This design comes from an exercise in tuning for small area on the open sky130 flow, not from production work.
Function was checked by simulation only, so behaviour that the tests miss may differ from the original.
Power is estimated from default activity; no workload was simulated.

<file path="flow/config.mk">
export PLATFORM = sky130hd
export DESIGN_NAME = pdm_mic_top
export DESIGN_NICKNAME = pdm_mic_top
export VERILOG_FILES = /design/flow/design.v
export SDC_FILE = /design/flow/constraint.sdc
export NUM_CORES = 4
export LEC_CHECK = 0
export CAP_MARGIN = 20
export CORE_MARGIN = 2
export CORE_UTILIZATION = 70
export CTS_CLUSTER_DIAMETER = 60
export CTS_CLUSTER_SIZE = 30
export PLACE_DENSITY = 0.8
export SLEW_MARGIN = 20
</file>
<file path="flow/constraint.sdc">
create_clock -name core_clock -period 10.0 [get_ports {clk_i}]
set_input_delay 2.0000 -clock core_clock [delete_from_list [all_inputs] [get_ports {clk_i}]]
set_output_delay 2.0000 -clock core_clock [all_outputs]
set_load 0.01 [all_outputs]
</file>
<file path="flow/design.v">
`default_nettype none
module pdm_sampler (
    input  logic       clk_i,
    input  logic       rst_n_i,
    input  logic       pdm_data_i,
    output logic       pdm_clk_o,
    output logic       pdm_bit_o,
    output logic       pdm_valid_o,
    output logic [2:0] phase_o
);
    logic [2:0] ph_q;
    logic [1:0] sync_q;
    logic       valid_q;
    always_ff @(posedge clk_i) begin
        if (!rst_n_i) begin
            ph_q    <= '0;
            valid_q <= 1'b0;
        end else begin
            ph_q    <= ph_q + 1'b1;
            valid_q <= (ph_q == 3'd7);   
        end
    end
    always_ff @(posedge clk_i) begin
        sync_q <= {sync_q[0], pdm_data_i};   
    end
    assign pdm_clk_o   = ph_q[2];
    assign pdm_bit_o   = sync_q[1];
    assign pdm_valid_o = valid_q;
    assign phase_o     = ph_q;
endmodule
`default_nettype wire
`default_nettype none
module cic_filter (
    input  logic                    clk_i,
    input  logic                    rst_n_i,
    input  logic                    clear_i,
    input  logic [7-1:0] decim_i,
    input  logic                    pdm_bit_i,
    input  logic                    pdm_valid_i,
    output logic [16:0]             pcm_o,         
    output logic                    pcm_valid_o
);
    localparam int N = 4;
    logic clr;
    assign clr = !rst_n_i || clear_i;
    logic [7-1:0] decim_cnt;
    logic                    fire;
    assign fire = pdm_valid_i && (decim_cnt == 7'(1));
    always_ff @(posedge clk_i) begin
        if (clr) begin
            decim_cnt <= decim_i;
        end else if (pdm_valid_i) begin
            decim_cnt <= fire ? decim_i : decim_cnt - 1'b1;
        end
    end
    logic [2:0] fill_q;   
    always_ff @(posedge clk_i) begin
        if (clr) begin
            fill_q <= '0;
        end else if (fire && !fill_q[2]) begin
            fill_q <= fill_q + 1'b1;
        end
    end
    logic [2:0] step_q;
    logic       start;
    always_ff @(posedge clk_i) begin
        step_q <= (step_q >= 3'd6) ? 3'd0 : step_q + 1'b1;
    end
    assign start = (step_q == 3'd0);
    logic act_p, fire_p, bit_p;    
    always_ff @(posedge clk_i) begin
        if (clr) begin
            act_p  <= 1'b0;
            fire_p <= 1'b0;
        end else if (pdm_valid_i && !start) begin
            act_p  <= 1'b1;
            fire_p <= fire;
        end else if (start) begin
            act_p  <= 1'b0;
            fire_p <= 1'b0;
        end
    end
    always_ff @(posedge clk_i) begin
        if (pdm_valid_i) bit_p <= pdm_bit_i;
    end
    logic zero_q, mask_q, act_q, fire_q;
    logic mask, act, fire_now, bit_now;
    always_ff @(posedge clk_i) begin
        if (clr)        zero_q <= 1'b1;
        else if (start) zero_q <= 1'b0;
    end
    always_ff @(posedge clk_i) begin
        if (start) begin
            mask_q <= zero_q;
            act_q  <= act_p | pdm_valid_i;
            fire_q <= fire_p | fire;
        end
    end
    assign mask     = start ? zero_q                : mask_q;
    assign act      = start ? (act_p | pdm_valid_i) : act_q;
    assign fire_now = start ? (fire_p | fire)       : fire_q;
    assign bit_now  = pdm_valid_i ? pdm_bit_i : bit_p;
    logic [27:0] integ_q [N];
    logic [3:0]  integ_d [N];    
    logic [N-1:0] icarry_q;
    for (genvar i = 0; i < N; i++) begin : g_integ
        logic [3:0] own;
        logic [3:0] addend;
        logic       cin;
        logic [4:0] sum;
        assign integ_d[i] = mask ? 4'd0 : integ_q[i][3:0];
        if (i == 0) begin : g_head
            assign own    = integ_d[i];
            assign addend = 4'd0;
            assign cin    = start ? (act & bit_now) : icarry_q[i];   
        end else begin : g_tail
            if (i == N - 1) begin : g_dump
                assign own = fire_now ? 4'd0 : integ_d[i];
            end else begin : g_run
                assign own = integ_d[i];
            end
            assign addend = act ? integ_d[i-1] : 4'd0;
            assign cin    = start ? 1'b0 : icarry_q[i];
        end
        assign sum = {1'b0, own} + {1'b0, addend} + {4'd0, cin};
        always_ff @(posedge clk_i) begin
            integ_q[i]  <= {sum[3:0], integ_q[i][27:4]};
            icarry_q[i] <= sum[4];
        end
    end
    logic [27:0]  comb_q [1:N-1];
    logic [3:0]   comb_in [N+1];
    logic [N-1:1] cborrow_q;
    assign comb_in[1] = integ_d[N-1];   
    for (genvar i = 1; i < N; i++) begin : g_comb
        logic [3:0] dly;
        logic       cin;
        logic [4:0] diff;
        assign dly  = mask ? 4'd0 : comb_q[i][3:0];
        assign cin  = start ? 1'b1 : cborrow_q[i];
        assign diff = {1'b0, comb_in[i]} + {1'b0, ~dly} + {4'd0, cin};
        assign comb_in[i+1] = diff[3:0];
        always_ff @(posedge clk_i) begin
            comb_q[i]    <= {(fire_now ? comb_in[i] : dly), comb_q[i][27:4]};
            cborrow_q[i] <= diff[4];
        end
    end
    logic [3:0]  zd;
    logic [15:0] line_lo [4];
    logic        line_ov [4];
    assign zd = comb_in[N];
    always_ff @(posedge clk_i) begin
        if (fire_now && (step_q < 3'd4)) begin
            line_lo[0] <= {zd, line_lo[0][15:4]};
        end
        if (fire_now && (step_q >= 3'd4)) begin
            line_ov[0] <= (step_q != 3'd4 && line_ov[0]) || (zd != 4'd0);
        end
    end
    for (genvar i = 1; i < 4; i++) begin : g_line
        always_ff @(posedge clk_i) begin
            if (start && fire_now) begin
                line_lo[i] <= line_lo[i-1];
                line_ov[i] <= line_ov[i-1];
            end
        end
    end
    assign pcm_valid_o = fill_q[2] & fire & ~clear_i;
    assign pcm_o       = {line_ov[3], line_lo[3]};
endmodule
`default_nettype wire
`default_nettype none
module pcm_fifo (
    input  logic        clk_i,
    input  logic        rst_n_i,
    input  logic        clear_i,
    input  logic [2:0]  phase_i,
    input  logic        wr_i,
    input  logic [16:0] wr_data_i,
    input  logic        rd_i,
    output logic [16:0] rd_data_o,
    output logic        empty_o,
    output logic        overflow_o
);
    localparam int AW = $clog2(8);
    logic [16:0]   ring_q [8];
    logic [16:0]   hold_q;
    logic [AW-1:0] hold_slot_q;
    logic          hold_v_q;
    logic          ins;
    logic [AW:0]   wr_ptr;        
    logic [AW:0]   rd_ptr;
    logic [AW-1:0] rd_slot_q;     
    logic [AW-1:0] rd_pos;
    logic          full;
    logic          wr_ok;
    logic          overflow_q;
    assign empty_o = (wr_ptr == rd_ptr);
    assign full    = (wr_ptr[AW] != rd_ptr[AW]) && (wr_ptr[AW-1:0] == rd_ptr[AW-1:0]);
    assign wr_ok   = wr_i & ~full;   
    always_ff @(posedge clk_i) begin
        if (!rst_n_i || clear_i) begin
            wr_ptr <= '0;
            rd_ptr <= '0;
        end else begin
            if (wr_ok) begin
                wr_ptr <= wr_ptr + 1'b1;
            end
            if (rd_i) begin
                rd_ptr <= rd_ptr + 1'b1;
            end
        end
    end
    always_ff @(posedge clk_i) begin
        if (!rst_n_i || clear_i) begin
            overflow_q <= 1'b0;
        end else if (wr_i && full) begin
            overflow_q <= 1'b1;   
        end
    end
    assign ins = hold_v_q && (phase_i == hold_slot_q - 1'b1);
    always_ff @(posedge clk_i) begin
        if (wr_ok) begin
            hold_q      <= wr_data_i;
            hold_slot_q <= wr_ptr[AW-1:0];
        end
        hold_v_q <= wr_ok || (hold_v_q && !ins);
    end
    always_ff @(posedge clk_i) begin
        ring_q[0] <= ins ? hold_q : ring_q[8-1];
        for (int i = 1; i < 8; i++) begin
            ring_q[i] <= ring_q[i-1];
        end
    end
    always_ff @(posedge clk_i) begin
        rd_slot_q <= rd_ptr[AW-1:0];
    end
    assign rd_pos     = phase_i - rd_slot_q;
    assign rd_data_o  = (hold_v_q && hold_slot_q == rd_slot_q) ? hold_q : ring_q[rd_pos];
    assign overflow_o = overflow_q;
endmodule
`default_nettype wire
`default_nettype none
module pcm_reader (
    input  logic                    clk_i,
    input  logic                    rst_n_i,
    input  logic                    rd_en_i,
    input  logic                    empty_i,
    input  logic [16:0]             word_i,    
    output logic                    pop_o,
    output logic [16-1:0] audio_o,
    output logic                    audio_valid_o,
    output logic                    clip_o
);
    logic                    pend_q;
    logic                    over;
    logic [16-1:0] audio_q;
    logic                    valid_q;
    logic                    clip_q;
    assign pop_o = rd_en_i & ~empty_i & ~pend_q;
    always_ff @(posedge clk_i) begin
        if (!rst_n_i) begin
            pend_q <= 1'b0;
        end else begin
            pend_q <= pop_o;   
        end
    end
    assign over = word_i[16];
    always_ff @(posedge clk_i) begin
        if (!rst_n_i) begin
            valid_q <= 1'b0;
            clip_q  <= 1'b0;
        end else begin
            valid_q <= pend_q;
            if (pend_q) begin
                clip_q <= over;
            end
        end
    end
    always_ff @(posedge clk_i) begin
        audio_q <= over ? '1 : word_i[16-1:0];
    end
    assign audio_o       = audio_q;
    assign audio_valid_o = valid_q;
    assign clip_o        = clip_q;
endmodule
`default_nettype wire
`default_nettype none
module pdm_mic_top (
    input  logic                    clk_i,
    input  logic                    rst_n_i,
    input  logic                    clear_i,
    input  logic [7-1:0] decim_i,
    input  logic                    pdm_data_i,
    input  logic                    rd_en_i,
    output logic                    pdm_clk_o,
    output logic [16-1:0] audio_o,
    output logic                    audio_valid_o,
    output logic                    clip_o,
    output logic                    overflow_o
);
    logic        pdm_bit;      
    logic        pdm_valid;
    logic [2:0]  phase;
    logic [16:0] pcm_word;     
    logic        pcm_valid;
    logic [16:0] fifo_word;
    logic        fifo_empty;
    logic        fifo_pop;
    pdm_sampler pdm_sampler_i (
        .clk_i       (clk_i),
        .rst_n_i     (rst_n_i),
        .pdm_data_i  (pdm_data_i),
        .pdm_clk_o   (pdm_clk_o),
        .pdm_bit_o   (pdm_bit),
        .pdm_valid_o (pdm_valid),
        .phase_o     (phase)
    );
    cic_filter cic_filter_i (
        .clk_i       (clk_i),
        .rst_n_i     (rst_n_i),
        .clear_i     (clear_i),
        .decim_i     (decim_i),
        .pdm_bit_i   (pdm_bit),
        .pdm_valid_i (pdm_valid),
        .pcm_o       (pcm_word),
        .pcm_valid_o (pcm_valid)
    );
    pcm_fifo pcm_fifo_i (
        .clk_i      (clk_i),
        .rst_n_i    (rst_n_i),
        .clear_i    (clear_i),
        .phase_i    (phase),
        .wr_i       (pcm_valid),
        .wr_data_i  (pcm_word),
        .rd_i       (fifo_pop),
        .rd_data_o  (fifo_word),
        .empty_o    (fifo_empty),
        .overflow_o (overflow_o)
    );
    pcm_reader pcm_reader_i (
        .clk_i         (clk_i),
        .rst_n_i       (rst_n_i),
        .rd_en_i       (rd_en_i),
        .empty_i       (fifo_empty),
        .word_i        (fifo_word),
        .pop_o         (fifo_pop),
        .audio_o       (audio_o),
        .audio_valid_o (audio_valid_o),
        .clip_o        (clip_o)
    );
endmodule
`default_nettype wire
</file>
<file path="flow/flow/run.sh">
#!/bin/bash
# Own flow: the standard layout (standard.sh), with the port buffers made
# from the smallest buffer cell and clock-tree synthesis without dummy loads.
set -euo pipefail
export BUFFER_PORTS_ARGS="-buffer_cell sky130_fd_sc_hd__buf_1"
export CTS_ARGS="-sink_clustering_enable -repair_clock_nets -sink_clustering_size 30 -sink_clustering_max_diameter 60 -dont_use_dummy_load"
bash standard.sh > standard_flow.log 2>&1
</file>
<file path="flow/standard.sh">
#!/bin/bash
# synth_recipe.tcl (not shown) runs the flow's synth.tcl, then flattens the netlist and writes it again
# the make line also repeats each setting of config.mk as NAME=value (left out here)
make -C /OpenROAD-flow-scripts/flow DESIGN_CONFIG=/design/flow/config.mk WORK_HOME=/design/flow/orfs CLKGATE_MAP_FILE= SYNTH_SCRIPT=/design/flow/synth_recipe.tcl "${@:-finish}"
</file>
==> results of run 1 <==
-- flip-flops by register name, summed over array words and instances (netlist names), 2 cells and up --
| name | cells |
|---|---|
| cic_filter_i.cborrow_q | 3 |
| cic_filter_i.comb_q | 84 |
| cic_filter_i.decim_cnt | 7 |
| cic_filter_i.fill_q | 3 |
| cic_filter_i.icarry_q | 4 |
| cic_filter_i.integ_q | 112 |
| cic_filter_i.line_lo | 64 |
| cic_filter_i.line_ov | 4 |
| cic_filter_i.step_q | 3 |
| pcm_fifo_i.hold_q | 17 |
| pcm_fifo_i.hold_slot_q | 3 |
| pcm_fifo_i.rd_ptr | 4 |
| pcm_fifo_i.rd_slot_q | 3 |
| pcm_fifo_i.ring_q | 136 |
| pcm_fifo_i.wr_ptr | 4 |
| pcm_reader_i.audio_q | 16 |
| pdm_sampler_i.ph_q | 3 |
| pdm_sampler_i.sync_q | 2 |
-- cells by family (layout without fill, tap and decap cells) --
kind of cell             after synthesis  in the layout  synth area share, %
AO/OA/AOI/OAI                        124            124                 6.09
buffers and inverters                 69            100                 2.09
multiplexers                          63             63                 5.11
XOR/XNOR                              39             39                 2.53
flip-flops                           485            485                 72.9
adder cells (fa/ha/maj)               44             44                 4.43
AND/OR/NAND/NOR                      190            190                 6.90
-- cells in the mapped netlist, types with 2 or more instances --
cell type	n	share of area (%)
nor2b_1	8	0.34
or3_1	6	0.26
xnor2_1	20	1.2
ha_1	31	2.7
o211ai_2	8	0.68
o21ai_1	4	0.14
mux4_2	7	1.1
a221o_1	3	0.21
mux2_2	24	1.8
nor2_1	24	0.62
nand2_1	46	1.2
a22o_1	2	0.12
xor2_1	17	1.0
inv_1	35	0.90
a2111oi_0	3	0.18
a21o_1	17	0.87
o21ai_0	22	0.75
and3_1	5	0.21
a211oi_1	4	0.21
nor3_1	18	0.62
o22ai_1	8	0.34
nand2b_1	10	0.43
a221oi_1	2	0.12
nor3b_1	2	0.10
edfxtp_1	95	19
mux2i_1	32	2.2
o221ai_1	7	0.42
buf_2	18	0.62
buf_1	2	0.051
clkbuf_1	12	0.31
nand3b_1	5	0.26
a31o_2	3	0.18
and4_1	2	0.12
nand3_1	16	0.55
dfxtp_1	390	53
a21oi_1	26	0.89
and2_1	28	1.2
or2_2	7	0.30
fa_1	13	1.8
nand4_1	4	0.17
-- report_power, final --
group          leakage [nW]  total [mW]  internal (mW)  switching (mW)
Sequential             4.02        2.04           2.02          0.0185
Clock                 0.283       0.950          0.412           0.538
Combinational          1.89       0.133         0.0544          0.0784
-- how the worst max path moves through the flow --
stage	startpoint	to	cells after the start
after detailed placement	cic_filter_i.step_q[1]	cic_filter_i.line_ov[0]	15
after floorplan	cic_filter_i.step_q[1]	cic_filter_i.line_ov[0]	16
final	cic_filter_i.step_q[1]	cic_filter_i.line_ov[0]	15
after CTS	cic_filter_i.step_q[1]	cic_filter_i.line_ov[0]	15
after global routing	cic_filter_i.step_q[1]	cic_filter_i.line_ov[0]	15
after global placement	cic_filter_i.step_q[1]	cic_filter_i.line_ov[0]	15
-- metrics by stage --
| stage | setup slack [ns] | power [mW] | std cells | area, um2 | util (%) |
|---|---|---|---|---|---|
| after floorplan | 5.45 | 2.18 | 1014 | 14600 | - |
| after global placement | 5.20 | 2.22 | 1292 | 15000 | 73.7 |
| after detailed placement | 5.09 | 2.22 | 1292 | 15000 | 73.7 |
| after CTS | 5.05 | 3.14 | 1315 | 15600 | 76.5 |
| after global routing | 4.69 | 3.23 | 1315 | 15600 | 76.5 |
| final | 5.06 | 3.12 | 1315 | 15600 | 76.5 |
-- layer usage --
metal	part of all wire [%]	wire (um)
met5	0	0
met2	49	10600
met4	2.0	438
met3	3.3	719
met1	46	10100
-- final cells by class --
| type | instances | share of cell area (%) |
|---|---|---|
| clock buffer | 23 | 3.69 |
| inverter | 35 | 0.843 |
| multi-input combinational | 460 | 23.6 |
| sequential | 485 | 68.4 |
| tap | 270 | 2.17 |
| timing repair buffer | 42 | 1.28 |
==> metrics.md, run 1 <==
| Metric | Value |
|---|---|
| Outcome | `complete, no violations` |
| Multi-input gate area | `between 3000 and 4000 um2` |
| Area Overhead vs Synth | `6.51%` |
| Total Wirelength | `between 20 and 25 mm` |
| Gr ovfl total | `0` |
| Crit-path max cell delay | `about 0.6 ns` |
| Highest Clock Rate | `between 200 and 250 MHz` |
| Largest net degree at the start of global routing | `60` |
| Port bufs | `31` |
| Hold EP | `cic_filter_i.integ_q[0][6]` |
| FP Rows | `52` |
| Initial drt markers | `between 400 and 500` |
| WP data required | `10.25 ns` |
| Setup-failing EPs final | `0` |
| Synth unique cells | `slightly below 70` |
| CP Class | `reg2reg` |
| Die width | `roughly 150 um` |
| Hold Slack | `between 0.2 and 0.3 ns` |
| R2R cell count | `15` |
| Post-synth EDFFs | `95` |
| CP Buf/Inv Count | `3` |
| Final Max Slew Viols | `0` |
| #FFs+latches synth | `between 400 and 500` |
| Hold path depth | `0` |
| Fill cells | `between 1000 and 1500` |
| Vias in the first global route | `between 7000 and 8000` |
| RSZ-0062 raised after global routing | `false` |
| GR Layer Usage met3 | `roughly 2.8%` |
| Clk sinks | `just under 500` |
| Yosys warnings | `11` |
| Crit path capture type | `register` |
| Power Dens Cells | `roughly 200 nW/um2` |
| HP Class | `reg2reg` |
| Final hold viol count | `0` |
| CTS Buf Count | `23` |
| Commonest cells after routing, fill and taps aside | `dfxtp_1, edfxtp_1, nand2_1` |
| I/O pin count | `32` |
| Period utilization | `49.4%` |
| Initial Utilization | `a little under three quarters` |
| Worst-skew pair later-pin latency | `0.54 ns` |
| Worst-Margin Slew | `0.851 ns` |
| Fin crit period | `between 4 and 5 ns` |
| # Post-CTS Setup Buffers | `0` |
| Antenna viol nets, final | `0` |
| Worst reg2reg path endpoint | `cic_filter_i.line_ov[0]` |
| Most frequently used flop master after synthesis | `dfxtp_1` |
| DP HPWL | `13.7 mm` |
| Commonest non-fill, non-tap cell in the layout | `dfxtp_1` |
| Crit path cell chain | `inv_1 -> ha_1 -> nand2b_1 -> mux2i_2 -> buf_4 -> nand2_1 -> fa_1 -> fa_1 -> fa_1 -> inv_1 -> ha_1 -> a21o_1 -> a21oi_1 -> xnor2_1 -> or4b_2` |
| R2R Setup Slk | `a little over 5 ns` |
| First-pass GRT wire length | `36.0 mm` |
| Clock Skew | `between 0.06 and 0.07 ns` |
| GP Congestion | `roughly 0.75` |
| Post-CTS Hold Buffers | `0` |
| Vias | `7092` |
| WL/cell | `approximately 17 um` |
| CP max-delay cell | `or4b_2` |
| Share of cells above drive strength 1 | `between 8 and 9%` |
| Startpoint types | `register` |
| CP delay by family, top | `adder cells` |
| Clk root buf | `clkbuf_16` |
| LEAKAGE | `roughly 6.2 nW` |
| Grt met1 use | `between 20 and 30%` |
| Core Region | `between 20000 and 25000 um2` |
| Total track usage | `between 20% and 30%` |
| Synthesized net count | `~1100` |
| CTS max path bufs | `3` |
| FF-to-FF Start | `cic_filter_i.step_q[1]` |
| Syn_area_per_cell | `14.4 um2` |
| Die Y | `roughly 150 um` |
| Syn Inst Count | `1014` |
| CTS tree | `built` |
| Sequential area share after synthesis | `approximately 73%` |
| Top cell by count, worst path | `fa_1` |
| Ys async rst share | `0%` |
| Arrival time worst endpoint | `5.19 ns` |
| VDD IR-drop max | `0.193 mV` |
| Mapped cell area | `approximately 15000 um2` |
| Register area | `about 11000 um2` |
| Diode count | `0` |
| Post_cts resized | `0` |
| Maximum capacitance violations | `0` |
| Via density | `5.39` |
| Worst-path fanout max | `34` |
| Worst slew margin | `a little over two fifths` |
| CTS clock-pin slew for the worst setup and hold paths | `~0.10 ns` |
| Nets | `~1100` |
| GR peak layer | `met2` |
| Met2 Resource Use GR | `a little over a third` |
| DIE AREA | `between 20000 and 25000 um2` |
| CTS H-tree depth | `1` |
| Initial antenna violation count | `0` |
| Hold path start | `cic_filter_i.integ_q[0][10]` |
| # DRC | `0` |
| Drt first pass iters | `5` |
| Setup TNS Final | `0 ns` |
==> run 2, diff against run 1 <==
--- a/flow/design.v
+++ b/flow/design.v
@@ -122,7 +122,15 @@
             assign addend = act ? integ_d[i-1] : 4'd0;
             assign cin    = start ? 1'b0 : icarry_q[i];
         end
-        assign sum = {1'b0, own} + {1'b0, addend} + {4'd0, cin};
+        always_comb begin
+            logic c;
+            c = cin;
+            for (int b = 0; b < 4; b++) begin
+                sum[b] = own[b] ^ addend[b] ^ c;
+                c      = (own[b] & addend[b]) | (c & (own[b] ^ addend[b]));
+            end
+            sum[4] = c;
+        end
         always_ff @(posedge clk_i) begin
             integ_q[i]  <= {sum[3:0], integ_q[i][27:4]};
             icarry_q[i] <= sum[4];
@@ -138,7 +146,15 @@
         logic [4:0] diff;
         assign dly  = mask ? 4'd0 : comb_q[i][3:0];
         assign cin  = start ? 1'b1 : cborrow_q[i];
-        assign diff = {1'b0, comb_in[i]} + {1'b0, ~dly} + {4'd0, cin};
+        always_comb begin
+            logic c;
+            c = cin;
+            for (int b = 0; b < 4; b++) begin
+                diff[b] = comb_in[i][b] ^ ~dly[b] ^ c;
+                c       = (comb_in[i][b] & ~dly[b]) | (c & (comb_in[i][b] ^ ~dly[b]));
+            end
+            diff[4] = c;
+        end
         assign comb_in[i+1] = diff[3:0];
         always_ff @(posedge clk_i) begin
             comb_q[i]    <= {(fire_now ? comb_in[i] : dly), comb_q[i][27:4]};
@@ -190,8 +206,10 @@
     logic          ins;
     logic [AW:0]   wr_ptr;        
     logic [AW:0]   rd_ptr;
-    logic [AW-1:0] rd_slot_q;     
+    logic [8-1:0] rd_sel_q;   
     logic [AW-1:0] rd_pos;
+    logic          rd_hold;
+    logic          rd_hold_q;     
     logic          full;
     logic          wr_ok;
     logic          overflow_q;
@@ -232,11 +250,20 @@
             ring_q[i] <= ring_q[i-1];
         end
     end
+    assign rd_pos = phase_i + 1'b1 - rd_ptr[AW-1:0];
+    assign rd_hold = hold_v_q && !ins && (hold_slot_q == rd_ptr[AW-1:0]);
     always_ff @(posedge clk_i) begin
-        rd_slot_q <= rd_ptr[AW-1:0];
+        for (int i = 0; i < 8; i++) begin
+            rd_sel_q[i] <= !rd_hold && (rd_pos == AW'(i));
+        end
+        rd_hold_q <= rd_hold;
+    end
+    always_comb begin
+        rd_data_o = rd_hold_q ? hold_q : '0;
+        for (int i = 0; i < 8; i++) begin
+            rd_data_o = rd_data_o | (rd_sel_q[i] ? ring_q[i] : '0);
+        end
     end
-    assign rd_pos     = phase_i - rd_slot_q;
-    assign rd_data_o  = (hold_v_q && hold_slot_q == rd_slot_q) ? hold_q : ring_q[rd_pos];
     assign overflow_o = overflow_q;
 endmodule
 `default_nettype wire
==> run 2 against run 1 <==
Critical path type unchanged. Worst hold slack gained 0.0086 ns. Utilization down 0.48 points. Global-route usage increased by 1.4 points. Non-clock buffer count down 7. Critical endpoint unchanged. Sequential share of layout area rose by 4.2 points.
==> metrics.md, run 2 <==
| Metric | Value |
|---|---|
| RSZ-0062 raised after global routing | `false (unchanged)` |
| Yosys warnings | `11 (unchanged)` |
| Most frequently used flop master after synthesis | `dfxtp_1 (unchanged)` |
| Outcome | `complete, no violations (unchanged)` |
| Ys async rst share | `0% (unchanged)` |
| Antenna viol nets, final | `0 (unchanged)` |
| Post-synth EDFFs | `95 (unchanged)` |
| CP Class | `reg2reg (unchanged)` |
| Dpl ws | `4.44 ns (was 5.09 ns)` |
| HP Class | `reg2reg (unchanged)` |
| Clock Skew | `0.0389 ns (was 0.0604 ns)` |
| Crit path capture type | `register (unchanged)` |
| Final design utilization | `76.1% (was 76.5%)` |
| Synth unique cells | `52 (was 68)` |
| Post-synth top cells | `dfxtp_1, edfxtp_1, inv_1 (was dfxtp_1, edfxtp_1, nand2_1)` |
| Crit path cell chain | `inv_1 -> ha_1 -> nand2b_1 -> mux2i_4 -> nand2_1 -> fa_1 -> fa_1 -> inv_1 -> fa_1 -> fa_1 -> inv_1 -> fa_1 -> fa_1 -> nor2_1 -> nand4_1 (was inv_1 -> ha_1 -> nand2b_1 -> mux2i_2 -> buf_4 -> nand2_1 -> fa_1 -> fa_1 -> fa_1 -> inv_1 -> ha_1 -> a21o_1 -> a21oi_1 -> xnor2_1 -> or4b_2)` |
| Post-synth top area share | `56.8% (was 53.4%)` |
| Crit-path max cell delay | `0.90 ns (was 0.61 ns)` |
| GP Congestion | `0.751 (about the same)` |
| Setup-failing EPs final | `0 (unchanged)` |
| CTS clock-pin slew for the worst setup and hold paths | `0.10 ns (about the same)` |
| Arrival time worst endpoint | `5.83 ns (was 5.19 ns)` |
| Sequential area share after synthesis | `77.2% (was 72.9%)` |
| Hold path depth | `0 (unchanged)` |
| R2R cell count | `15 (unchanged)` |
| Post_cts resized | `0 (unchanged)` |
| Worst slew margin | `34.8% (was 42.5%)` |
| DP HPWL | `13.8 mm (was 13.7 mm)` |
| Synthesized net count | `964 (was 1070)` |
| Power Dens Cells | `203 nW/um2 (was 200 nW/um2)` |
| CTS H-tree depth | `1 (unchanged)` |
| Period utilization | `55.7% (was 49.4%)` |
| Top cell by count, worst path | `fa_1 (unchanged)` |
| # Post-CTS Setup Buffers | `0 (unchanged)` |
| Largest registers | `pcm_fifo_i.ring_q (136), cic_filter_i.integ_q (112), cic_filter_i.comb_q (84) (unchanged)` |
| CTS max path bufs | `3 (unchanged)` |
| Mapped cell area | `14000 um2 (was 14600 um2)` |
| Syn_area_per_cell | `15.3 um2 (was 14.4 um2)` |
| #FFs+latches synth | `491 (was 485)` |
| Via density | `5.64 (was 5.39)` |
| Maximum capacitance violations | `0 (unchanged)` |
| Commonest non-fill, non-tap cell in the layout | `dfxtp_1 (unchanged)` |
| Die width | `145 um (was 149 um)` |
| Highest Clock Rate | `180 MHz (was 202 MHz)` |
| Nets | `990 (was 1103)` |
| # DRC | `0 (unchanged)` |
| Worst-Margin Slew | `0.958 ns (was 0.851 ns)` |
| Port bufs | `31 (unchanged)` |
| I/O pin count | `32 (unchanged)` |
| Startpoint types | `register (unchanged)` |
| Drt first pass iters | `6 (was 5)` |
| Most common cell in the netlist | `dfxtp_1 (unchanged)` |
| Setup TNS Final | `0 ns (unchanged)` |
| Post-CTS Hold Buffers | `0 (unchanged)` |
| Diode count | `0 (unchanged)` |
| WL/cell | `18.8 um (was 16.7 um)` |
| FP Rows | `51 (was 52)` |
| First-pass GRT wire length | `36.7 mm (was 36.0 mm)` |
| VDD IR-drop max | `0.188 mV (was 0.193 mV)` |
| Core Region | `19500 um2 (was 20400 um2)` |
| Final worst setup slack | `4.43 ns (was 5.06 ns)` |
| LEAKAGE | `5.78 nW (was 6.20 nW)` |
| Commonest cells after routing, fill and taps aside | `dfxtp_1, edfxtp_1, inv_1 (was dfxtp_1, edfxtp_1, nand2_1)` |
| Max FFs per register | `136 (unchanged)` |
| Gr ovfl total | `0 (unchanged)` |
| Hold Slack | `0.308 ns (was 0.299 ns)` |
| Area contributors post-synth | `dfxtp_1, edfxtp_1, fa_1 (was dfxtp_1, edfxtp_1, ha_1)` |
| Cell taking the most area after synthesis | `dfxtp_1 (unchanged)` |
| Clk sinks | `491 (was 485)` |
| Fill cells | `1146 (was 1221)` |
| Vias in the first global route | `7084 (was 7096)` |
| DIE AREA | `21100 um2 (was 22100 um2)` |
| Final hold viol count | `0 (unchanged)` |
| Area Overhead vs Synth | `6.37% (was 6.51%)` |
| CTS tree | `built (unchanged)` |
| Worst-skew pair later-pin latency | `0.53 ns (was 0.54 ns)` |
| WP data required | `10.27 ns (was 10.25 ns)` |
| Share of cells above drive strength 1 | `6.20% (was 9.00%)` |
| Syn Inst Count | `912 (was 1014)` |
| Initial Utilization | `71.5% (was 71.9%)` |
| Total track usage | `21.7% (was 20.4%)` |
| Final Max Slew Viols | `0 (unchanged)` |
| Power, Total | `3.01 mW (was 3.12 mW)` |
| Largest net degree at the start of global routing | `52 (was 60)` |
| Initial drt markers | `536 (was 435)` |
| Total Wirelength | `22.5 mm (was 21.9 mm)` |
| Vias | `6776 (was 7092)` |
| Fin crit period | `5.57 ns (was 4.94 ns)` |
| Clk root buf | `clkbuf_16 (unchanged)` |
| Biggest register | `pcm_fifo_i.ring_q (unchanged)` |
| Initial antenna violation count | `0 (unchanged)` |
| Worst-path fanout max | `37 (was 34)` |
| CTS Buf Count | `22 (was 23)` |
| CP max-delay cell | `mux2i_4 (was or4b_2)` |
| Die Y | `145 um (was 149 um)` |
run 2: changes by cell type in the layout (fill, tap and decap cells not counted), sizes merged, moves of 16 or more:
cell / before / now
ha: 31 / 15
o21ai: 27 / 11
a21oi: 27 / 9
mux2i: 32 / 14
a22oi: 0 / 18
a222oi: 0 / 17
run 2: report_power, final:
group | internal [mW] | leakage, nW | switching, mW | total [mW]
Combinational | 0.0121 | 1.44 | 0.0176 | 0.0297
Clock | 0.396 | 0.271 | 0.541 | 0.937
Sequential | 2.02 | 4.07 | 0.0261 | 2.04
run 2: cells by family (layout without fill, tap and decap cells):
| kind of cell | Yosys count | after routing | share of synthesized area, % |
|---|---|---|---|
| flops | 491 | 491 | 77.2 |
| simple gates | 149 | 149 | 5.76 |
| compound gates | 97 | 97 | 5.62 |
| buf+inv | 80 | 104 | 2.33 |
| fa+ha+maj | 40 | 40 | 4.93 |
| mux | 35 | 35 | 2.79 |
| xor+xnor | 20 | 20 | 1.35 |
run 2: final cells by class:
class | instances | area, um2 | share of cell area [%]
well taps | 265 | 332 | 2.23
inverters | 47 | 176 | 1.19
multi-input cells | 341 | 2870 | 19.3
clock buffers | 22 | 551 | 3.71
repair buffers | 35 | 146 | 0.986
flip-flops and latches | 491 | 10800 | 72.6
run 2: through the flow:
step / area, um2 / cells
after floorplan: 14000 / 912
after global placement: 14300 / 1179
after detailed placement: 14300 / 1179
after CTS: 14900 / 1201
after global routing: 14900 / 1201
final: 14900 / 1201
run 2: final timing paths:
kind	slack, ns	from	end
setup reg to reg	4.43	cic_filter_i.step_q[1]	cic_filter_i.line_ov[0]
hold / removal	0.31	cic_filter_i.comb_q[3][15]	cic_filter_i.comb_q[3][11]
setup / recovery	4.43	cic_filter_i.step_q[1]	cic_filter_i.line_ov[0]
hold reg to reg	0.31	cic_filter_i.comb_q[3][15]	cic_filter_i.comb_q[3][11]
run 2: critical path: cells and delay by family, from the launching register on:
| family | cells | cell delay, ns |
|---|---|---|
| AND/OR/NAND/NOR | 4 | 0.87 |
| buffers and inverters | 3 | 0.19 |
| adder cells (fa/ha/maj) | 7 | 2.95 |
| multiplexers | 1 | 0.90 |
| flip-flops | 1 | 0.40 |
run 2: routing by layer:
metal | GRT usage (%) | part of all wire (%) | vias to the layer above
li1 | - | - | 3188
met4 | 6.81 | 2.3 | 0
met3 | 3.18 | 4.3 | 43
met2 | 38.8 | 51 | 174
met5 | 0 | 0 | -
met1 | 27.5 | 42 | 3371
==> run 3, diff against run 2 <==
==> flow/flow/run.sh (replaced) <==
#!/bin/bash
set -euo pipefail
export BUFFER_PORTS_ARGS="-buffer_cell sky130_fd_sc_hd__buf_1"
export CTS_ARGS="-sink_clustering_enable -repair_clock_nets -sink_clustering_size 25 -sink_clustering_max_diameter 50 -dont_use_dummy_load -root_buf sky130_fd_sc_hd__clkbuf_16 -buf_list sky130_fd_sc_hd__clkbuf_8 sky130_fd_sc_hd__clkbuf_16"
bash standard.sh > standard_flow.log 2>&1
==> run 3 against run 2 <==
The run now fails in 4_1_cts. Synthesized area unchanged. Synthesized cell count unchanged.
==> metrics.md, run 3 <==
| Metric | Value |
|---|---|
| Outcome | `stopped before the end (was complete, no violations)` |
| Stopped at | `4_1_cts` |
| Err | `[ERROR STA-0564] clock_tree_synthesis positional arguments not supported.` |
| DP HPWL | `13.8 mm (unchanged)` |
| Most frequently used flop master after synthesis | `dfxtp_1 (unchanged)` |
| #FFs+latches synth | `491 (unchanged)` |
| GP Congestion | `0.751 (unchanged)` |
| Post-synth EDFFs | `95 (unchanged)` |
| Area contributors post-synth | `dfxtp_1, edfxtp_1, fa_1 (unchanged)` |
| Dpl cell area | `14300 um2 (unchanged)` |
| Synth unique cells | `52 (unchanged)` |
| Ys async rst share | `0% (unchanged)` |
| Placed cell count | `1179 (unchanged)` |
| Post-synth top cells | `dfxtp_1, edfxtp_1, inv_1 (unchanged)` |
| Initial Utilization | `71.5% (unchanged)` |
| Die width | `145 um (unchanged)` |
| Port bufs | `31 (unchanged)` |
| Dpl ws | `4.44 ns (unchanged)` |
| Synthesized net count | `964 (unchanged)` |
| Cell taking the most area after synthesis | `dfxtp_1 (unchanged)` |
| Most common cell in the netlist | `dfxtp_1 (unchanged)` |
| Yosys warnings | `11 (unchanged)` |
| FP Rows | `51 (unchanged)` |
| Mapped cell area | `14000 um2 (unchanged)` |
| Sequential area share after synthesis | `77.2% (unchanged)` |
| Syn_area_per_cell | `15.3 um2 (unchanged)` |
| Post-synth top area share | `56.8% (unchanged)` |
| Syn Inst Count | `912 (unchanged)` |
| Die Y | `145 um (unchanged)` |
| I/O pin count | `32 (unchanged)` |
## run 3: cell counts after synthesis
No cell type changed its count.
## run 3: kinds of logic after synthesis
group                    after synthesis  synth area share, %
flip-flops                           491                 77.2
AND/OR/NAND/NOR                      149                 5.76
XOR/XNOR                              20                 1.35
adder cells (fa/ha/maj)               40                 4.93
buffers and inverters                 80                 2.33
multiplexers                          35                 2.79
AO/OA/AOI/OAI                         97                 5.62
## run 3: worst max path at each step
stage / to / slack, ns / depth (start not counted)
after floorplan: cic_filter_i.line_ov[0] / 5.35 / 17
after global placement: cic_filter_i.line_ov[0] / 4.61 / 15
after detailed placement: cic_filter_i.line_ov[0] / 4.44 / 15
## run 3: power by group through the flow
stage	Clock, mW	Sequential [mW]	Combinational (mW)
after global placement	0	2.09	0.0269
after floorplan	0	2.07	0.0341
after detailed placement	0	2.09	0.0295
==> run 4, diff against run 3 <==
==> flow/flow/run.sh (replaced) <==
#!/bin/bash
set -euo pipefail
export BUFFER_PORTS_ARGS="-buffer_cell sky130_fd_sc_hd__buf_1"
export CTS_ARGS="-sink_clustering_enable -repair_clock_nets -sink_clustering_size 25 -sink_clustering_max_diameter 50 -dont_use_dummy_load -root_buf sky130_fd_sc_hd__clkbuf_16 -buf_list {sky130_fd_sc_hd__clkbuf_8 sky130_fd_sc_hd__clkbuf_16}"
bash standard.sh > standard_flow.log 2>&1
==> run 4 against run 3 <==
The run now finishes clean. Synthesized cell count did not move. Synthesized area is the same.
==> metrics.md, run 4 <==
| Metric | Value |
|---|---|
| Outcome | `complete, no violations (was stopped before the end)` |
| RSZ-0062 raised after global routing | `false` |
| Synth unique cells | `52 (unchanged)` |
| Met2 WL | `11.7 mm` |
| Most frequently used flop master after synthesis | `dfxtp_1 (unchanged)` |
| Total Wirelength | `about 23 mm` |
| Crit path cell chain | `inv_1 -> ha_1 -> nand2b_1 -> mux2i_4 -> nand2_1 -> fa_1 -> fa_1 -> inv_1 -> fa_1 -> fa_1 -> inv_1 -> fa_1 -> fa_1 -> nor2_1 -> nand4_1` |
| Largest registers | `pcm_fifo_i.ring_q (136), cic_filter_i.integ_q (112), cic_filter_i.comb_q (84)` |
| Top cell by count, worst path | `fa_1` |
| Max FFs per register | `approximately 140` |
| Port bufs | `31 (unchanged)` |
| Worst-path fanout max | `37` |
| Yosys warnings | `11 (unchanged)` |
| Crit path capture type | `register` |
| Drt first pass iters | `5` |
| Final hold viol count | `0` |
| Commonest cells after routing, fill and taps aside | `dfxtp_1, edfxtp_1, inv_1` |
| Share of cells above drive strength 1 | `roughly 7.4%` |
| CTS H-tree depth | `2` |
| Via density | `approximately 5.7` |
| CTS clock-pin slew for the worst setup and hold paths | `around 0.09 ns` |
| Startpoint types | `register` |
| Highest Signal Layer | `met4` |
| R2R cell count | `15` |
| HP Class | `reg2reg` |
| CTS Buf Count | `34` |
| Synthesized net count | `964 (unchanged)` |
| Clock network power share | `36.4%` |
| WP data required | `about 10 ns` |
| Setup-failing EPs final | `0` |
| Power Dens Cells | `around 220 nW/um2` |
| Post-CTS Hold Buffers | `0` |
| CTS max path bufs | `3` |
| Met3 routed WL | `roughly 1.2 mm` |
| CP Class | `reg2reg` |
| GP Congestion | `0.751 (unchanged)` |
| # Post-CTS Setup Buffers | `0` |
| Net Sw Power | `0.627 mW` |
| Power, Total | `3.26 mW` |
| Clock Skew | `0.0385 ns` |
| Post-synth EDFFs | `95 (unchanged)` |
| Sequential area share after synthesis | `77.2% (unchanged)` |
| DP HPWL | `13.8 mm (unchanged)` |
| Combinational Power Share | `less than 1%` |
| Vias | `a little under 7000` |
| Fin crit period | `5.52 ns` |
| Total track usage | `22.4%` |
| Initial antenna violation count | `0` |
| CTS tree | `built` |
| Highest Clock Rate | `around 180 MHz` |
| Post-synth top area share | `56.8% (unchanged)` |
| Vias in the first global route | `roughly 7000` |
| Period utilization | `55.2%` |
| Die width | `145 um (unchanged)` |
| Cell taking the most area after synthesis | `dfxtp_1 (unchanged)` |
| M1 wire length | `about 9.5 mm` |
| Mapped cell area | `14000 um2 (unchanged)` |
| First-pass GRT wire length | `37.5 mm` |
| CP Buf/Inv Count | `3` |
| DIE AREA | `roughly 21000 um2` |
| Core Region | `approximately 20000 um2` |
| Worst-skew pair later-pin latency | `~0.52 ns` |
| Hold Slack | `0.284 ns` |
| I/O pin count | `32 (unchanged)` |
| Gr ovfl total | `0` |
| Setup TNS Final | `0 ns` |
| CP delay by family, top | `adder cells` |
| Worst slew margin | `35.4%` |
| Commonest non-fill, non-tap cell in the layout | `dfxtp_1` |
| # DRC | `0` |
| Diode count | `0` |
| WL/cell | `about 19 um` |
| LEAKAGE | `just under 6 nW` |
| Hold path depth | `0` |
| Arrival time worst endpoint | `5.77 ns` |
| FP Rows | `51 (unchanged)` |
| Biggest register | `pcm_fifo_i.ring_q` |
| CP max-delay cell | `mux2i_4` |
| Switch share | `between 10% and 20%` |
| Ys async rst share | `0% (unchanged)` |
| VDD IR-drop max | `0.187 mV` |
| Post_cts resized | `0` |
| Critical path depth | `15` |
| Antenna viol nets, final | `0` |
| Maximum capacitance violations | `0` |
| Most common cell in the netlist | `dfxtp_1 (unchanged)` |
| Area Overhead vs Synth | `8.52%` |
| Syn_area_per_cell | `15.3 um2 (unchanged)` |
| Worst-Margin Slew | `approximately 0.95 ns` |
| Cell-internal power | `2.63 mW` |
| #FFs+latches synth | `491 (unchanged)` |
| Clk sinks | `a little under 500` |
| Largest net degree at the start of global routing | `52` |
| Nets | `~1000` |
| Share of power burned in registers | `62.7%` |
| Clk root buf | `clkbuf_16` |
| Die Y | `145 um (unchanged)` |
| Post-synth top cells | `dfxtp_1, edfxtp_1, inv_1 (unchanged)` |
| Initial Utilization | `71.5% (unchanged)` |
| Crit-path max cell delay | `0.89 ns` |
| Area contributors post-synth | `dfxtp_1, edfxtp_1, fa_1 (unchanged)` |
| Syn Inst Count | `912 (unchanged)` |
| Initial drt markers | `between 400 and 500` |
| Final Max Slew Viols | `0` |
run 4: cell counts after synthesis:
No cell type changed its count.
run 4: cells by family (layout without fill, tap and decap cells):
family,count (synthesis),count (layout),synth area share [%]
mux,35,35,2.79
fa+ha+maj,40,40,4.93
xor+xnor,20,20,1.35
compound gates,97,97,5.62
buf+inv,80,116,2.33
flops,491,491,77.2
simple gates,149,149,5.76
run 4: per-layer routing:
metal	vias up	global-route usage [%]
met3	40	3.81
met4	0	7.75
li1	3221	-
met1	3419	28.3
met2	189	39.2
met5	-	0
run 4: stage by stage:
| step | cell area, um2 | worst slack (ns) | utilization (%) | std cells |
|---|---|---|---|---|
| 2_1_floorplan | 14000 | 5.35 | - | 912 |
| 5_1_grt | 15200 | 4.13 | 77.6 | 1213 |
| 6_report | 15200 | 4.48 | 77.6 | 1213 |
| 3_5_place_dp | 14300 | 4.44 | 73.2 | 1179 |
| 4_1_cts | 15200 | 4.46 | 77.6 | 1213 |
| 3_3_place_gp | 14300 | 4.61 | 73.2 | 1179 |
run 4: power by group through the flow:
stage | combinational [mW] | clock [mW] | sequential (mW)
floorplan | 0.0341 | 0 | 2.07
global placement | 0.0269 | 0 | 2.09
detailed placement | 0.0295 | 0 | 2.09
CTS | 0.0299 | 1.21 | 2.04
global route | 0.0335 | 1.28 | 2.04
finish | 0.0301 | 1.19 | 2.04
run 4: final timing paths:
kind	start	end	slack [ns]
setup / recovery	cic_filter_i.step_q[1]	cic_filter_i.line_ov[0]	4.48
hold / removal	cic_filter_i.integ_q[0][15]	cic_filter_i.integ_q[0][11]	0.28
setup reg to reg	cic_filter_i.step_q[1]	cic_filter_i.line_ov[0]	4.48
hold reg to reg	cic_filter_i.integ_q[0][15]	cic_filter_i.integ_q[0][11]	0.28
run 4: cell type report:
type                            instances  area [um2]
Multi-Input combinational cell        341        2870
Clock buffer                           34         851
Timing Repair Buffer                   35         146
Inverter                               47         176
Fill cell                            1103        4380
Tap cell                              265         332
Sequential cell                       491       10800
==> run 5, diff against run 4 <==
--- a/flow/design.v
+++ b/flow/design.v
@@ -250,13 +250,16 @@
             ring_q[i] <= ring_q[i-1];
         end
     end
-    assign rd_pos = phase_i + 1'b1 - rd_ptr[AW-1:0];
-    assign rd_hold = hold_v_q && !ins && (hold_slot_q == rd_ptr[AW-1:0]);
+    assign rd_pos  = phase_i + 2'd2 - rd_ptr[AW-1:0];
+    assign rd_hold = hold_v_q && !ins && (phase_i + 2'd2 != hold_slot_q) &&
+                     (hold_slot_q == rd_ptr[AW-1:0]);
     always_ff @(posedge clk_i) begin
-        for (int i = 0; i < 8; i++) begin
-            rd_sel_q[i] <= !rd_hold && (rd_pos == AW'(i));
+        if (rd_i) begin
+            for (int i = 0; i < 8; i++) begin
+                rd_sel_q[i] <= !rd_hold && (rd_pos == AW'(i));
+            end
+            rd_hold_q <= rd_hold;
         end
-        rd_hold_q <= rd_hold;
     end
     always_comb begin
         rd_data_o = rd_hold_q ? hold_q : '0;
@@ -281,7 +284,6 @@
 );
     logic                    pend_q;
     logic                    over;
-    logic [16-1:0] audio_q;
     logic                    valid_q;
     logic                    clip_q;
     assign pop_o = rd_en_i & ~empty_i & ~pend_q;
@@ -299,17 +301,14 @@
             clip_q  <= 1'b0;
         end else begin
             valid_q <= pend_q;
-            if (pend_q) begin
+            if (valid_q) begin
                 clip_q <= over;
             end
         end
     end
-    always_ff @(posedge clk_i) begin
-        audio_q <= over ? '1 : word_i[16-1:0];
-    end
-    assign audio_o       = audio_q;
+    assign audio_o       = over ? '1 : word_i[16-1:0];
     assign audio_valid_o = valid_q;
-    assign clip_o        = clip_q;
+    assign clip_o        = valid_q ? over : clip_q;
 endmodule
 `default_nettype wire
 `default_nettype none
==> flow/flow/run.sh (replaced) <==
#!/bin/bash
# Own flow: the standard layout (standard.sh), with the port buffers made
# from the smallest buffer cell and clock-tree synthesis without dummy loads.
set -euo pipefail
export BUFFER_PORTS_ARGS="-buffer_cell sky130_fd_sc_hd__buf_1"
export CTS_ARGS="-sink_clustering_enable -repair_clock_nets -sink_clustering_size 30 -sink_clustering_max_diameter 60 -dont_use_dummy_load"
bash standard.sh > standard_flow.log 2>&1
--- a/flow/config.mk
+++ b/flow/config.mk
@@ -7,8 +7,8 @@
 export LEC_CHECK = 0
 export CAP_MARGIN = 20
 export CORE_MARGIN = 2
-export CORE_UTILIZATION = 70
+export CORE_UTILIZATION = 80
 export CTS_CLUSTER_DIAMETER = 60
 export CTS_CLUSTER_SIZE = 30
-export PLACE_DENSITY = 0.8
+export PLACE_DENSITY = 0.85
 export SLEW_MARGIN = 20
==> run 5 against run 4 <==
Sequential power is essentially flat. Via count up 2.4%. Routed wire length up 15%. Synthesized area fell by 1.6%. Utilization up 9.5 points. Non-clock buffer count unchanged. Sequential cell count down 16. Sequential share of layout area grew 1.4 points. Worst setup slack improved by 0.010 ns. Die area is 14% lower. Cell count fell by 5.5%. Critical path type unchanged.
==> metrics.md, run 5 <==
| Metric | Value |
|---|---|
| Outcome | `complete, no violations (unchanged)` |
| Fin crit period | `5.51 ns (was 5.52 ns)` |
| Highest Clock Rate | `181 MHz (about the same)` |
| WL/cell | `22.9 um (was 18.8 um)` |
| Post-synth top area share | `54.1% (was 56.8%)` |
| Hold path start | `cic_filter_i.integ_q[3][6] (was cic_filter_i.integ_q[0][15])` |
| Diode count | `0 (unchanged)` |
| Share of cells above drive strength 1 | `6.16% (was 7.38%)` |
| WP data required | `10.28 ns (was 10.25 ns)` |
| CP Class | `reg2reg (unchanged)` |
| Post-synth EDFFs | `104 (was 95)` |
| Max FFs per register | `136 (unchanged)` |
| VDD IR-drop max | `0.197 mV (was 0.187 mV)` |
| Total Wirelength | `26.3 mm (was 22.8 mm)` |
| Syn_area_per_cell | `15.2 um2 (was 15.3 um2)` |
| Initial antenna violation count | `0 (unchanged)` |
| DP HPWL | `15.5 mm (was 13.8 mm)` |
| FP Rows | `47 (was 51)` |
| First-pass GRT wire length | `41.4 mm (was 37.5 mm)` |
| Clk root buf | `clkbuf_16 (unchanged)` |
| CP max-delay cell | `fa_1 (was mux2i_4)` |
| Worst slew margin | `26.3% (was 35.4%)` |
| Gr ovfl total | `0 (unchanged)` |
| Port bufs | `31 (unchanged)` |
| Biggest register | `pcm_fifo_i.ring_q (unchanged)` |
| Clock Skew | `0.0457 ns (was 0.0385 ns)` |
| Setup-failing EPs final | `0 (unchanged)` |
| Sequential area share after synthesis | `76.8% (was 77.2%)` |
| Crit path cell chain | `inv_1 -> ha_1 -> nand2b_1 -> mux2i_2 -> buf_4 -> nand2_1 -> fa_1 -> fa_1 -> inv_1 -> fa_1 -> fa_1 -> inv_1 -> fa_1 -> fa_1 -> nor2_1 -> nand4_1 (was inv_1 -> ha_1 -> nand2b_1 -> mux2i_4 -> nand2_1 -> fa_1 -> fa_1 -> inv_1 -> fa_1 -> fa_1 -> inv_1 -> fa_1 -> fa_1 -> nor2_1 -> nand4_1)` |
| Total track usage | `30.1% (was 22.4%)` |
| Commonest cells after routing, fill and taps aside | `dfxtp_1, edfxtp_1, inv_1 (unchanged)` |
| Worst-skew pair later-pin latency | `0.53 ns (was 0.52 ns)` |
| Mapped cell area | `13700 um2 (was 14000 um2)` |
| CTS max path bufs | `3 (unchanged)` |
| Setup TNS Final | `0 ns (unchanged)` |
| Post-route cell area | `14500 um2 (was 15200 um2)` |
| Drt first pass iters | `5 (unchanged)` |
| Largest net degree at the start of global routing | `52 (unchanged)` |
| Post-synth top cells | `dfxtp_1, edfxtp_1, inv_1 (unchanged)` |
| Worst-path fanout max | `37 (unchanged)` |
| Antenna viol nets, final | `0 (unchanged)` |
| Dpl cell area | `14000 um2 (was 14300 um2)` |
| Via density | `6.14 (was 5.66)` |
| Arrival time worst endpoint | `5.80 ns (was 5.77 ns)` |
| Top cell by count, worst path | `fa_1 (unchanged)` |
| Most frequently used flop master after synthesis | `dfxtp_1 (unchanged)` |
| Core Region | `16700 um2 (was 19500 um2)` |
| Commonest non-fill, non-tap cell in the layout | `dfxtp_1 (unchanged)` |
| Hold Slack | `0.334 ns (was 0.284 ns)` |
| Worst-Margin Slew | `1.11 ns (was 0.948 ns)` |
| Post_cts resized | `0 (unchanged)` |
| Crit-path max cell delay | `0.59 ns (was 0.89 ns)` |
| Hold path depth | `0 (unchanged)` |
| Die width | `135 um (was 145 um)` |
| Maximum capacitance violations | `0 (unchanged)` |
| HP Class | `reg2reg (unchanged)` |
| Ys async rst share | `0% (unchanged)` |
| Cell taking the most area after synthesis | `dfxtp_1 (unchanged)` |
| Area contributors post-synth | `dfxtp_1, edfxtp_1, fa_1 (unchanged)` |
| CTS tree | `built (unchanged)` |
| Die Y | `135 um (was 145 um)` |
| Power Dens Cells | `204 nW/um2 (was 215 nW/um2)` |
| # Post-CTS Setup Buffers | `0 (unchanged)` |
| Startpoint types | `register (unchanged)` |
| RSZ-0062 raised after global routing | `false (unchanged)` |
| Worst reg2reg path endpoint | `cic_filter_i.line_ov[0] (unchanged)` |
| CTS H-tree depth | `1 (was 2)` |
| CTS clock-pin slew for the worst setup and hold paths | `0.11 ns (was 0.09 ns)` |
| Final hold viol count | `0 (unchanged)` |
| Most common cell in the netlist | `dfxtp_1 (unchanged)` |
| Vias | `7034 (was 6869)` |
| Largest registers | `pcm_fifo_i.ring_q (136), cic_filter_i.integ_q (112), cic_filter_i.comb_q (84) (unchanged)` |
| Area Overhead vs Synth | `5.88% (was 8.52%)` |
| Hold EP | `cic_filter_i.integ_q[3][2] (was cic_filter_i.integ_q[0][11])` |
| Initial drt markers | `744 (was 488)` |
| CTS Buf Count | `20 (was 34)` |
| # DRC | `0 (unchanged)` |
| Final design utilization | `87.0% (was 77.6%)` |
| Nets | `980 (was 1002)` |
| Syn Inst Count | `904 (was 912)` |
| Synthesized net count | `956 (was 964)` |
| Post-CTS Hold Buffers | `0 (unchanged)` |
| Clk sinks | `475 (was 491)` |
| Initial Utilization | `82.2% (was 71.5%)` |
| Vias in the first global route | `7501 (was 7200)` |
| R2R cell count | `16 (was 15)` |
| I/O pin count | `32 (unchanged)` |
| LEAKAGE | `5.65 nW (was 5.93 nW)` |
| Synth unique cells | `47 (was 52)` |
| GP Congestion | `0.784 (was 0.751)` |
| R2R Setup Slk | `4.49 ns (was 4.48 ns)` |
| Crit path capture type | `register (unchanged)` |
| FF-to-FF Start | `cic_filter_i.step_q[0] (was cic_filter_i.step_q[1])` |
| DIE AREA | `18200 um2 (was 21100 um2)` |
| #FFs+latches synth | `475 (was 491)` |
| Period utilization | `55.1% (was 55.2%)` |
| Yosys warnings | `11 (unchanged)` |
| Final Max Slew Viols | `0 (unchanged)` |
==> run 5: cells by family (layout without fill, tap and decap cells) <==
| family | Yosys count | in the layout | synth area share [%] |
|---|---|---|---|
| compound gates | 99 | 99 | 5.80 |
| xor+xnor | 22 | 22 | 1.51 |
| fa+ha+maj | 40 | 40 | 5.01 |
| buf+inv | 82 | 104 | 2.31 |
| flops | 475 | 475 | 76.8 |
| mux | 36 | 36 | 2.82 |
| simple gates | 150 | 150 | 5.71 |
==> run 5: critical path: cells and delay by family, from the launching register on <==
| family | cells | cell delay, ns |
|---|---|---|
| buffers and inverters | 4 | 0.63 |
| AND/OR/NAND/NOR | 4 | 0.84 |
| adder cells (fa/ha/maj) | 7 | 3.08 |
| flip-flops | 1 | 0.41 |
| multiplexers | 1 | 0.28 |
==> run 5: how the worst max path moves through the flow <==
| stage | cells past startpoint | endpoint | startpoint | slack [ns] |
|---|---|---|---|---|
| global placement | 16 | cic_filter_i.line_ov[0] | cic_filter_i.step_q[1] | 5.01 |
| CTS | 16 | cic_filter_i.line_ov[0] | cic_filter_i.step_q[0] | 4.48 |
| detailed placement | 16 | cic_filter_i.line_ov[0] | cic_filter_i.step_q[1] | 4.59 |
| global route | 16 | cic_filter_i.line_ov[0] | cic_filter_i.step_q[1] | 4.27 |
| finish | 16 | cic_filter_i.line_ov[0] | cic_filter_i.step_q[0] | 4.49 |
| floorplan | 17 | cic_filter_i.line_ov[0] | cic_filter_i.step_q[1] | 5.02 |
==> run 5: report_power, final <==
part / total, mW / switching, mW / leakage, nW / internal [mW]
Combinational: 0.0749 / 0.0432 / 1.45 / 0.0318
Sequential: 2.01 / 0.0244 / 3.96 / 1.99
Clock: 0.884 / 0.523 / 0.246 / 0.362
Total: 2.97 / 0.590 / 5.65 / 2.38
==> run 5: stage by stage <==
step | std cells | worst slack (ns) | power, mW
2_1_floorplan | 904 | 5.02 | 2.10
3_3_place_gp | 1126 | 5.01 | 2.12
3_5_place_dp | 1126 | 4.59 | 2.13
4_1_cts | 1146 | 4.48 | 2.98
5_1_grt | 1146 | 4.27 | 3.05
6_report | 1146 | 4.49 | 2.97
==> run 5: cell type report <==
class	count	area, um2
Sequential cell	475	10600
Multi-Input combinational cell	347	2880
Fill cell	643	2160
Clock buffer	20	500
Tap cell	220	275
Inverter	49	184
Timing Repair Buffer	35	146
==> run 5: per-layer routing <==
| layer | vias to the layer above | share of wire [%] | track usage [%] |
|---|---|---|---|
| li1 | 3164 | - | - |
| met1 | 3503 | 38 | 36.6 |
| met2 | 301 | 54 | 55.8 |
| met3 | 66 | 5.1 | 3.79 |
| met4 | 0 | 2.9 | 10.2 |
| met5 | - | 0 | 0 |
==> run 6, diff against run 5 <==
--- a/flow/config.mk
+++ b/flow/config.mk
@@ -7,8 +7,8 @@
 export LEC_CHECK = 0
 export CAP_MARGIN = 20
 export CORE_MARGIN = 2
-export CORE_UTILIZATION = 80
+export CORE_UTILIZATION = 70
 export CTS_CLUSTER_DIAMETER = 60
 export CTS_CLUSTER_SIZE = 30
-export PLACE_DENSITY = 0.85
+export PLACE_DENSITY = 0.8
 export SLEW_MARGIN = 20
==> run 6 against run 5 <==
Still clean. Largest power group unchanged. Sequential power about the same. Worst hold slack worse by 0.048 ns. Cell count up 4.4%. Routed wire length down 15%. Fmax up 6.2%. Global-route usage down 7.6 points. Die area up 14%. Utilization down 11 points. Synthesized area unchanged. Count of clock-buffer cells in the layout up 4.
==> metrics.md, run 6 <==
| Metric | Value |
|---|---|
| Diode count | `0 (unchanged)` |
| Clock Skew | `0.0410 ns (was 0.0457 ns)` |
| # DRC | `0 (unchanged)` |
| Startpoint types | `register (unchanged)` |
| Yosys warnings | `11 (unchanged)` |
| CTS clock-pin slew for the worst setup and hold paths | `0.10 ns (was 0.11 ns)` |
| R2R Setup Slk | `4.81 ns (was 4.49 ns)` |
| FP Rows | `51 (was 47)` |
| Clk sinks | `475 (unchanged)` |
| Crit path cell chain | `inv_1 -> ha_1 -> nand2b_1 -> mux2i_2 -> buf_4 -> nand2_1 -> fa_1 -> fa_1 -> inv_1 -> fa_1 -> fa_1 -> inv_1 -> fa_1 -> fa_1 -> nor2_1 -> nand4_1 (unchanged)` |
| Post-route cell area | `14700 um2 (was 14500 um2)` |
| Post-Layout Cell Count | `1196 (was 1146)` |
| Via density | `5.59 (was 6.14)` |
| CTS Buf Count | `24 (was 20)` |
| CP Class | `reg2reg (unchanged)` |
| HP Class | `reg2reg (unchanged)` |
| Final Max Slew Viols | `0 (unchanged)` |
| CP max-delay cell | `fa_1 (unchanged)` |
| CTS tree | `built (unchanged)` |
| Worst-path fanout max | `37 (unchanged)` |
| Setup TNS Final | `0 ns (unchanged)` |
| Worst-Margin Slew | `1.08 ns (was 1.11 ns)` |
| Commonest non-fill, non-tap cell in the layout | `dfxtp_1 (unchanged)` |
| Fin crit period | `5.19 ns (was 5.51 ns)` |
| FF-to-FF Start | `cic_filter_i.step_q[1] (was cic_filter_i.step_q[0])` |
| DIE AREA | `20800 um2 (was 18200 um2)` |
| Placed cell count | `1172 (was 1126)` |
| Worst-skew pair later-pin latency | `0.54 ns (was 0.53 ns)` |
| Final design utilization | `76.0% (was 87.0%)` |
| CP delay by family, top | `adder cells (unchanged)` |
| Post-synth top cells | `dfxtp_1, edfxtp_1, inv_1 (unchanged)` |
| Die Y | `144 um (was 135 um)` |
| Combinational Power Share | `2.4% (was 2.5%)` |
| Share of cells above drive strength 1 | `6.66% (was 6.16%)` |
| Worst reg2reg path endpoint | `cic_filter_i.line_ov[0] (unchanged)` |
| Share of power burned in registers | `65.9% (was 67.7%)` |
| Ys async rst share | `0% (unchanged)` |
| Most frequently used flop master after synthesis | `dfxtp_1 (unchanged)` |
| Synthesized net count | `956 (unchanged)` |
| Syn Inst Count | `904 (unchanged)` |
| Area contributors post-synth | `dfxtp_1, edfxtp_1, fa_1 (unchanged)` |
| Mapped cell area | `13700 um2 (unchanged)` |
| Power Dens Cells | `207 nW/um2 (was 204 nW/um2)` |
| Commonest cells after routing, fill and taps aside | `dfxtp_1, edfxtp_1, inv_1 (unchanged)` |
| Power, Total | `3.05 mW (was 2.97 mW)` |
| Dpl ws | `4.86 ns (was 4.59 ns)` |
| Dpl cell area | `14100 um2 (was 14000 um2)` |
| Arrival time worst endpoint | `5.46 ns (was 5.80 ns)` |
| Vias | `6683 (was 7034)` |
| DP HPWL | `13.8 mm (was 15.5 mm)` |
| Core Region | `19300 um2 (was 16700 um2)` |
| #FFs+latches synth | `475 (unchanged)` |
| Largest net degree at the start of global routing | `52 (unchanged)` |
| Post_cts resized | `0 (unchanged)` |
| Outcome | `complete, no violations (unchanged)` |
| VDD IR-drop max | `0.175 mV (was 0.197 mV)` |
| Final worst setup slack | `4.81 ns (was 4.49 ns)` |
| Net Sw Power | `0.601 mW (was 0.590 mW)` |
| WL/cell | `18.6 um (was 22.9 um)` |
| Antenna viol nets, final | `0 (unchanged)` |
| Post-synth top area share | `54.1% (unchanged)` |
| Syn_area_per_cell | `15.2 um2 (unchanged)` |
| RSZ-0062 raised after global routing | `false (unchanged)` |
| Final hold viol count | `0 (unchanged)` |
| Worst slew margin | `27.8% (was 26.3%)` |
| Post-synth EDFFs | `104 (unchanged)` |
| CP Buf/Inv Count | `4 (unchanged)` |
| Hold EP | `cic_filter_i.integ_q[0][20] (was cic_filter_i.integ_q[3][2])` |
| Biggest register | `pcm_fifo_i.ring_q (unchanged)` |
| Highest Clock Rate | `193 MHz (was 181 MHz)` |
| LEAKAGE | `5.71 nW (was 5.65 nW)` |
| Total Wirelength | `22.2 mm (was 26.3 mm)` |
| Hold path depth | `0 (unchanged)` |
| Largest registers | `pcm_fifo_i.ring_q (136), cic_filter_i.integ_q (112), cic_filter_i.comb_q (84) (unchanged)` |
| I/O pin count | `32 (unchanged)` |
| Initial antenna violation count | `0 (unchanged)` |
| Crit path capture type | `register (unchanged)` |
| Clock network power share | `31.7% (was 29.8%)` |
| Max FFs per register | `136 (unchanged)` |
| R2R cell count | `16 (unchanged)` |
| GP Congestion | `0.787 (was 0.784)` |
| Initial Utilization | `71.0% (was 82.2%)` |
| Maximum capacitance violations | `0 (unchanged)` |
| Total track usage | `22.5% (was 30.1%)` |
| Initial drt markers | `437 (was 744)` |
| Cell taking the most area after synthesis | `dfxtp_1 (unchanged)` |
| Hold Slack | `0.286 ns (was 0.334 ns)` |
| Cell-internal power | `2.45 mW (was 2.38 mW)` |
| Crit-path max cell delay | `0.59 ns (about the same)` |
| First-pass GRT wire length | `36.2 mm (was 41.4 mm)` |
| CTS H-tree depth | `1 (unchanged)` |
| Area Overhead vs Synth | `7.03% (was 5.88%)` |
| Drt first pass iters | `5 (unchanged)` |
| Nets | `985 (was 980)` |
| Clk root buf | `clkbuf_16 (unchanged)` |
| Gr ovfl total | `0 (unchanged)` |
| WP data required | `10.27 ns (was 10.28 ns)` |
| Sequential area share after synthesis | `76.8% (unchanged)` |
| Vias in the first global route | `7134 (was 7501)` |
| Setup-failing EPs final | `0 (unchanged)` |
| Die width | `144 um (was 135 um)` |
| CTS max path bufs | `3 (unchanged)` |
| Period utilization | `51.9% (was 55.1%)` |
| Top cell by count, worst path | `fa_1 (unchanged)` |
| Crit path launch | `cic_filter_i.step_q[1] (was cic_filter_i.step_q[0])` |
| # Post-CTS Setup Buffers | `0 (unchanged)` |
| Post-CTS Hold Buffers | `0 (unchanged)` |
| Port bufs | `31 (unchanged)` |
| Switch share | `19.7% (was 19.9%)` |
| Most common cell in the netlist | `dfxtp_1 (unchanged)` |
| Hold path start | `cic_filter_i.integ_q[0][24] (was cic_filter_i.integ_q[3][6])` |
| Synth unique cells | `47 (unchanged)` |
## run 6: cell counts after synthesis
No cell type changed its count.
## run 6: worst register-to-register path, cell delays in order (launching register included)
cell,delay (ns)
dfxtp_1,0.42
inv_1,0.08
ha_1,0.22
nand2b_1,0.37
mux2i_2,0.26
buf_4,0.36
nand2_1,0.16
fa_1,0.42
fa_1,0.38
inv_1,0.08
fa_1,0.45
fa_1,0.59
inv_1,0.07
fa_1,0.44
fa_1,0.47
nor2_1,0.12
nand4_1,0.09
## run 6: worst max path at each step
stage                                    endpoint  slack (ns)  depth (start not counted)
after global routing      cic_filter_i.line_ov[0]        4.54                         16
after detailed placement  cic_filter_i.line_ov[0]        4.86                         16
after CTS                 cic_filter_i.line_ov[0]        4.80                         16
final                     cic_filter_i.line_ov[0]        4.81                         16
after global placement    cic_filter_i.line_ov[0]        5.02                         16
after floorplan           cic_filter_i.line_ov[0]        5.02                         17
## run 6: power by group through the flow
stage	Combinational [mW]	Sequential (mW)	Clock, mW
after floorplan	0.0505	2.05	0
after global routing	0.0807	2.01	1.04
after CTS	0.0734	2.01	0.977
final	0.0729	2.01	0.965
after detailed placement	0.0725	2.05	0
after global placement	0.0687	2.05	0
## run 6: logic make-up after synthesis
| family | synth area share (%) |
|---|---|
| flip-flops | 76.8 |
| multiplexers | 2.82 |
| adder cells (fa/ha/maj) | 5.01 |
| buffers and inverters | 2.31 |
| AO/OA/AOI/OAI | 5.80 |
| XOR/XNOR | 1.51 |
| AND/OR/NAND/NOR | 5.71 |
## run 6: routing by layer
metal	vias up	track usage, %	routed length (um)
li1	3174	-	-
met1	3266	28.3	9320
met2	189	40.1	11200
met3	54	3.44	1120
met4	0	7.95	580
met5	-	0	0
## run 6: area by class of cell
cell class              count  area, um2
flip-flops and latches    475      10600
fillers                  1134       4640
multi-input cells         347       2880
clock buffers              24        601
well taps                 265        332
inverters                  49        184
repair buffers             36        154

[static timing again, ports no longer ideal]
How much do the figures lean on ideal ports? The routed layouts below were timed once more, with nothing changed but the port constraints.
Step 1, drivers: a clkbuf_16 drives clk_i and a buf_2 each remaining input, both assumed.
Step 2 also shifts input and output timing later by t, the mid clock arrival at the registers, as if the neighbouring blocks saw the same clock.
Slacks: ideal / step 1 / step 2; pairs: ideal / step 1.
run	t, ns	setup slack, ns	hold WS [ns]	worst data-port slew with drivers (ns)
run 1	0.559	5.062 / 5.062 / 5.062	0.299 / 0.299 / 0.299	0.04
run 2	0.558	4.431 / 4.431 / 4.431	0.308 / 0.308 / 0.308	0.04
run 4	0.541	4.476 / 4.476 / 4.476	0.284 / 0.284 / 0.284	0.04
run 5	0.558	4.487 / 4.487 / 4.487	0.334 / 0.334 / 0.334	0.05
run 6	0.566	4.807 / 4.807 / 4.807	0.286 / 0.286 / 0.286	0.04
After both steps every run listed still meets setup and hold.
